Context: an optimization exercise on an open-source flow, tuned for small area and a short achievable clock period. The choices shown serve that exercise and are no tape-out recipe.
The RTL was checked by simulation tests, not by an equivalence proof against the original design.

==> flow/design.v <==
module inst_mem_responder #(
    parameter int MEM_WORDS = 256,
    parameter int MISS_LAT  = 4
) (
    input  logic        clk,
    input  logic        rst,
    input  logic [15:0] Addr,
    input  logic [15:0] DataIn,
    input  logic        Rd,
    input  logic        Wr,
    input  logic        createdump,
    output logic [15:0] DataOut,
    output logic        Done,
    output logic        Stall,
    output logic        CacheHit,
    output logic        err
);
    localparam int AW = $clog2(MEM_WORDS);
    localparam int CW = $clog2(MISS_LAT);
    localparam int NG = MEM_WORDS / 4;
    localparam int GW = AW - 2;
    logic          s_idle, s_fill, s_last, s_wr;
    logic [CW-1:0] cnt;
    logic [14:0]   lat_word;
    logic [15:0]   lat_data;
    logic          lat_inv;
    wire  [15:0]   lat_val  = lat_data ^ {16{lat_inv}};
    logic [7:0]    line_vld;
    logic [11:0]   line_tag [8];
    logic [15:0]   line_dat [8];
    wire [2:0]     req_idx  = Addr[3:1];
    wire [11:0]    req_tag  = Addr[15:4];
    wire [2:0]     lat_idx  = lat_word[2:0];
    wire [11:0]    lat_tag  = lat_word[14:3];
    wire [AW-1:0]  lat_midx = lat_word[AW-1:0];
    wire           unused_createdump = createdump;
    wire           rd_ok    = Rd & ~Wr & ~Addr[0];
    wire           wr_ok    = Wr & ~Rd & ~Addr[0];
    logic          req_hit;
    logic [95:0]   tag_flat;
    logic [127:0]  dat_flat;
    for (genvar i = 0; i < 8; i++) begin : g_flat
        assign tag_flat[12*i +: 12] = line_tag[i];
        assign dat_flat[16*i +: 16] = line_dat[i];
    end
    imr_resp u_resp (
        .Addr(Addr), .Rd(Rd), .Wr(Wr), .rst(rst),
        .s_idle(s_idle), .s_fill(s_fill), .s_last(s_last), .s_wr(s_wr),
        .line_vld(line_vld), .tag_flat(tag_flat), .dat_flat(dat_flat), .lat_data(lat_val),
        .DataOut(DataOut), .Done(Done), .Stall(Stall), .CacheHit(CacheHit), .err(err),
        .req_hit(req_hit)
    );
    wire           wr_line  = line_vld[lat_idx] && (line_tag[lat_idx][AW-4:0] == lat_tag[AW-4:0]);
    wire           acc_rd   = s_idle & rd_ok & ~req_hit;
    wire           acc_wr   = s_idle & wr_ok;
    wire           wr_go    = rst & s_wr;
    logic [15:0]   slot0 [NG];
    logic [15:0]   slot1 [NG];
    logic [15:0]   slot2 [NG];
    logic [15:0]   slot3 [NG];
    logic [2:0]    ph;
    logic [1:0]    pv;
    logic [AW-1:0] pa [2];
    logic [15:0]   pd [2];
    logic [1:0]    pl;           
    logic [1:0]    pm;           
    logic [1:0]    ins;
    logic [2:0]    pq [2];       
    logic [15:0]   pdx [2];      
    always_comb begin
        for (int e = 0; e < 2; e++) begin
            pq[e]  = 3'({1'b0, pa[e][1:0]} + ph);
            pl[e]  = pv[e] & (pq[e][1:0] == 2'd3);
            pm[e]  = pv[e] & (pa[e] == lat_midx);
            pdx[e] = pd[e] ^ {16{pq[e][2]}};
        end
        ins[0] = wr_go & (~pv[0] | pl[0]);
        ins[1] = wr_go & ~(~pv[0] | pl[0]);
    end
    always_ff @(posedge clk) begin
        ph <= ph + 3'd1;
        for (int e = 0; e < 2; e++) begin
            if (ins[e]) begin
                pv[e] <= 1'b1;
                pa[e] <= lat_midx;
                pd[e] <= lat_data;
            end else if (pl[e] | (wr_go & pm[e])) begin
                pv[e] <= 1'b0;
            end
        end
    end
    for (genvar g = 0; g < NG; g++) begin : g_grp
        wire l0 = pl[0] & (pa[0][AW-1:2] == GW'(g));
        wire l1 = pl[1] & (pa[1][AW-1:2] == GW'(g));
        always_ff @(posedge clk) begin
            slot0[g] <= ~(({16{l0}} & pdx[0]) | ({16{l1}} & pdx[1]) | ({16{~(l0 | l1)}} & slot3[g]));
            slot1[g] <= slot0[g];
            slot2[g] <= slot1[g];
            slot3[g] <= slot2[g];
        end
    end
    wire [AW-1:0]  rd_addr  = s_idle ? Addr[AW:1] : lat_midx;
    wire [2:0]     rd_q     = 3'({1'b0, rd_addr[1:0]} + ph);
    wire           rd_in0   = (rd_q[1:0] == 2'd0);
    logic [16*NG-1:0] slot0_flat;
    for (genvar g = 0; g < NG; g++) begin : g_s0
        assign slot0_flat[16*g +: 16] = slot0[g];
    end
    logic [15:0]   mem_rd;
    imr_read #(.NG(NG), .GW(GW)) u_read (
        .s_idle(s_idle), .req_grp(Addr[AW:3]), .lat_grp(lat_midx[AW-1:2]), .slot0_flat(slot0_flat),
        .rd(mem_rd)
    );
    logic [15:0]   rd_val;
    logic          rd_inv;
    always_comb begin
        rd_inv = 1'b0;
        if (pv[0] && pa[0] == rd_addr)
            rd_val = pd[0];
        else if (pv[1] && pa[1] == rd_addr)
            rd_val = pd[1];
        else begin
            rd_val = mem_rd;
            rd_inv = rd_q[2];
        end
    end
    always_ff @(posedge clk) begin
        if (!rst) begin
            s_idle   <= 1'b1;
            s_fill   <= 1'b0;
            s_last   <= 1'b0;
            s_wr     <= 1'b0;
            cnt      <= '0;
            line_vld <= 8'h00;
        end else begin
            s_idle <= (s_idle & ~acc_rd & ~acc_wr) | s_last | s_wr;
            s_wr   <= acc_wr;
            if (acc_rd) begin
                s_fill <= 1'b1;
                s_last <= 1'b0;
                cnt    <= CW'(MISS_LAT - 2);
            end else if (s_fill) begin
                s_fill <= (cnt != '0);
                s_last <= (cnt == '0);
                cnt    <= cnt - 1'b1;
            end else begin
                s_last <= 1'b0;
            end
            if (s_last) line_vld[lat_idx] <= 1'b1;
        end
    end
    always_ff @(posedge clk) begin
        if (acc_rd | acc_wr) lat_word <= Addr[15:1];
        if (acc_wr) begin
            lat_data <= DataIn;
            lat_inv  <= 1'b0;
        end else if ((s_idle | s_fill) && rd_in0) begin
            lat_data <= rd_val;
            lat_inv  <= rd_inv;
        end
        if (rst && s_last) begin
            line_tag[lat_idx] <= lat_tag;
            line_dat[lat_idx] <= lat_val;
        end
        if (wr_go && wr_line)
            line_dat[lat_idx] <= lat_data;
    end
endmodule
module imr_resp (
    input  logic [15:0]  Addr,
    input  logic         Rd,
    input  logic         Wr,
    input  logic         rst,
    input  logic         s_idle,
    input  logic         s_fill,
    input  logic         s_last,
    input  logic         s_wr,
    input  logic [7:0]   line_vld,
    input  logic [95:0]  tag_flat,
    input  logic [127:0] dat_flat,
    input  logic [15:0]  lat_data,
    output logic [15:0]  DataOut,
    output logic         Done,
    output logic         Stall,
    output logic         CacheHit,
    output logic         err,
    output logic         req_hit
);
    wire [2:0]     req_idx  = Addr[3:1];
    wire [11:0]    req_tag  = Addr[15:4];
    wire           rd_ok    = Rd & ~Wr & ~Addr[0];
    wire           wr_ok    = Wr & ~Rd & ~Addr[0];
    wire           req_err  = (Rd & Wr) | ((Rd | Wr) & Addr[0]);
    logic [7:0]    line_m;
    for (genvar i = 0; i < 8; i++) begin : g_m
        imr_match #(.IDX(i)) u_m (.tag(tag_flat[12*i +: 12]), .vld(line_vld[i]), .req_idx(req_idx),
                       .req_tag(req_tag), .m(line_m[i]));
    end
    wire           g_rd     = rst & s_idle & rd_ok;
    always_comb begin
        req_hit = |line_m;
        DataOut = {16{rst & s_last}} & lat_data;
        for (int i = 0; i < 8; i++)
            DataOut = DataOut | ({16{line_m[i]}} & {16{g_rd}} & dat_flat[16*i +: 16]);
    end
    assign CacheHit = g_rd & req_hit;
    assign err      = rst & s_idle & req_err;
    assign Done     = rst & ((s_idle & (req_err | (rd_ok & req_hit))) | s_last | s_wr);
    assign Stall    = rst & ((s_idle & (wr_ok | (rd_ok & ~req_hit))) | s_fill);
endmodule
module imr_match #(
    parameter int IDX = 0
) (
    input  logic [11:0] tag,
    input  logic        vld,
    input  logic [2:0]  req_idx,
    input  logic [11:0] req_tag,
    output logic        m
);
    assign m = vld & (req_idx == 3'(IDX)) & (tag == req_tag);
endmodule
module imr_read #(
    parameter int NG = 64,
    parameter int GW = 6
) (
    input  logic             s_idle,
    input  logic [GW-1:0]    req_grp,
    input  logic [GW-1:0]    lat_grp,
    input  logic [16*NG-1:0] slot0_flat,
    output logic [15:0]      rd
);
    always_comb begin
        rd = 16'h0000;
        for (int g = 0; g < NG; g++)
            rd = rd | ({16{s_idle ? (req_grp == GW'(g)) : (lat_grp == GW'(g))}} & slot0_flat[16*g +: 16]);
    end
endmodule
clock: 6.0 ns
lec_check: 0
cap_margin: 20
core_margin: 2
core_utilization: 40
setup_slack_margin: 2.4
slew_margin: 20
synth_hierarchical: 1
synth_memory_max_bits: 8192
standard.sh (not shown) runs the stock make flow with config.mk's settings and CLKGATE_MAP_FILE= SYNTH_SCRIPT=/design/flow/synth_recipe.tcl, a recipe that flattens the netlist after the stock synthesis.
==> flow/flow/run.sh <==
#!/bin/bash
set -euo pipefail
export BUFFER_PORTS_ARGS="-buffer_cell sky130_fd_sc_hd__buf_4"
export CTS_ARGS="-sink_clustering_enable -repair_clock_nets -dont_use_dummy_load -buf_list sky130_fd_sc_hd__clkbuf_8 -sink_clustering_size 20 -sink_clustering_max_diameter 40"
bash standard.sh > flow_make.log 2>&1
The baseline finished with timing, DRC and antenna clean.
==> next run, changes <==
==> flow/flow/run.sh (replaced) <==
#!/bin/bash
set -euo pipefail
export BUFFER_PORTS_ARGS="-buffer_cell sky130_fd_sc_hd__buf_4"
export CTS_ARGS="-sink_clustering_enable -repair_clock_nets -dont_use_dummy_load -buf_list sky130_fd_sc_hd__clkbuf_8 -sink_clustering_size 18 -sink_clustering_max_diameter 55"
bash standard.sh > flow_make.log 2>&1
--- a/flow/config.mk
+++ b/flow/config.mk
@@ -10,3 +10,3 @@
 export CORE_UTILIZATION = 40
-export SETUP_SLACK_MARGIN = 2.4
+export SETUP_SLACK_MARGIN = 1.8
 export SLEW_MARGIN = 20
Outcome:
- The changed run produced a clean layout
- sequential cell count stays the same
- design area went down by 4.3%
- global-route usage drops by 1.3 points
- routed wire length shrinks by 4.9%
- sequential share of layout area went up by 3.0 points

-- re-timing with driven ports --
Ports are ideal in the flow. The routed layouts listed here were re-timed in OpenROAD. Step 1, drivers: a clkbuf_16 drives clk and a buf_2 each remaining input, both assumed. Step 2 also shifts input and output timing later by t, the mid clock arrival at the registers, as if the neighbouring blocks saw the same clock. Slacks: ideal / step 1 / step 2; pairs: ideal / step 1.
run | t, ns | setup WS [ns] | latest minus earliest clock arrival (ns)
the first run | 1.149 | 1.713 / 1.666 / 0.877 | 0.196 / 0.196
the second run | 1.088 | 1.522 / 1.522 / 0.588 | 0.155 / 0.155
After both steps setup and hold are still met in every run listed. The setup slack of the second run, which loses most, moves by 0.000 ns with the drivers and by -0.934 ns with both steps.
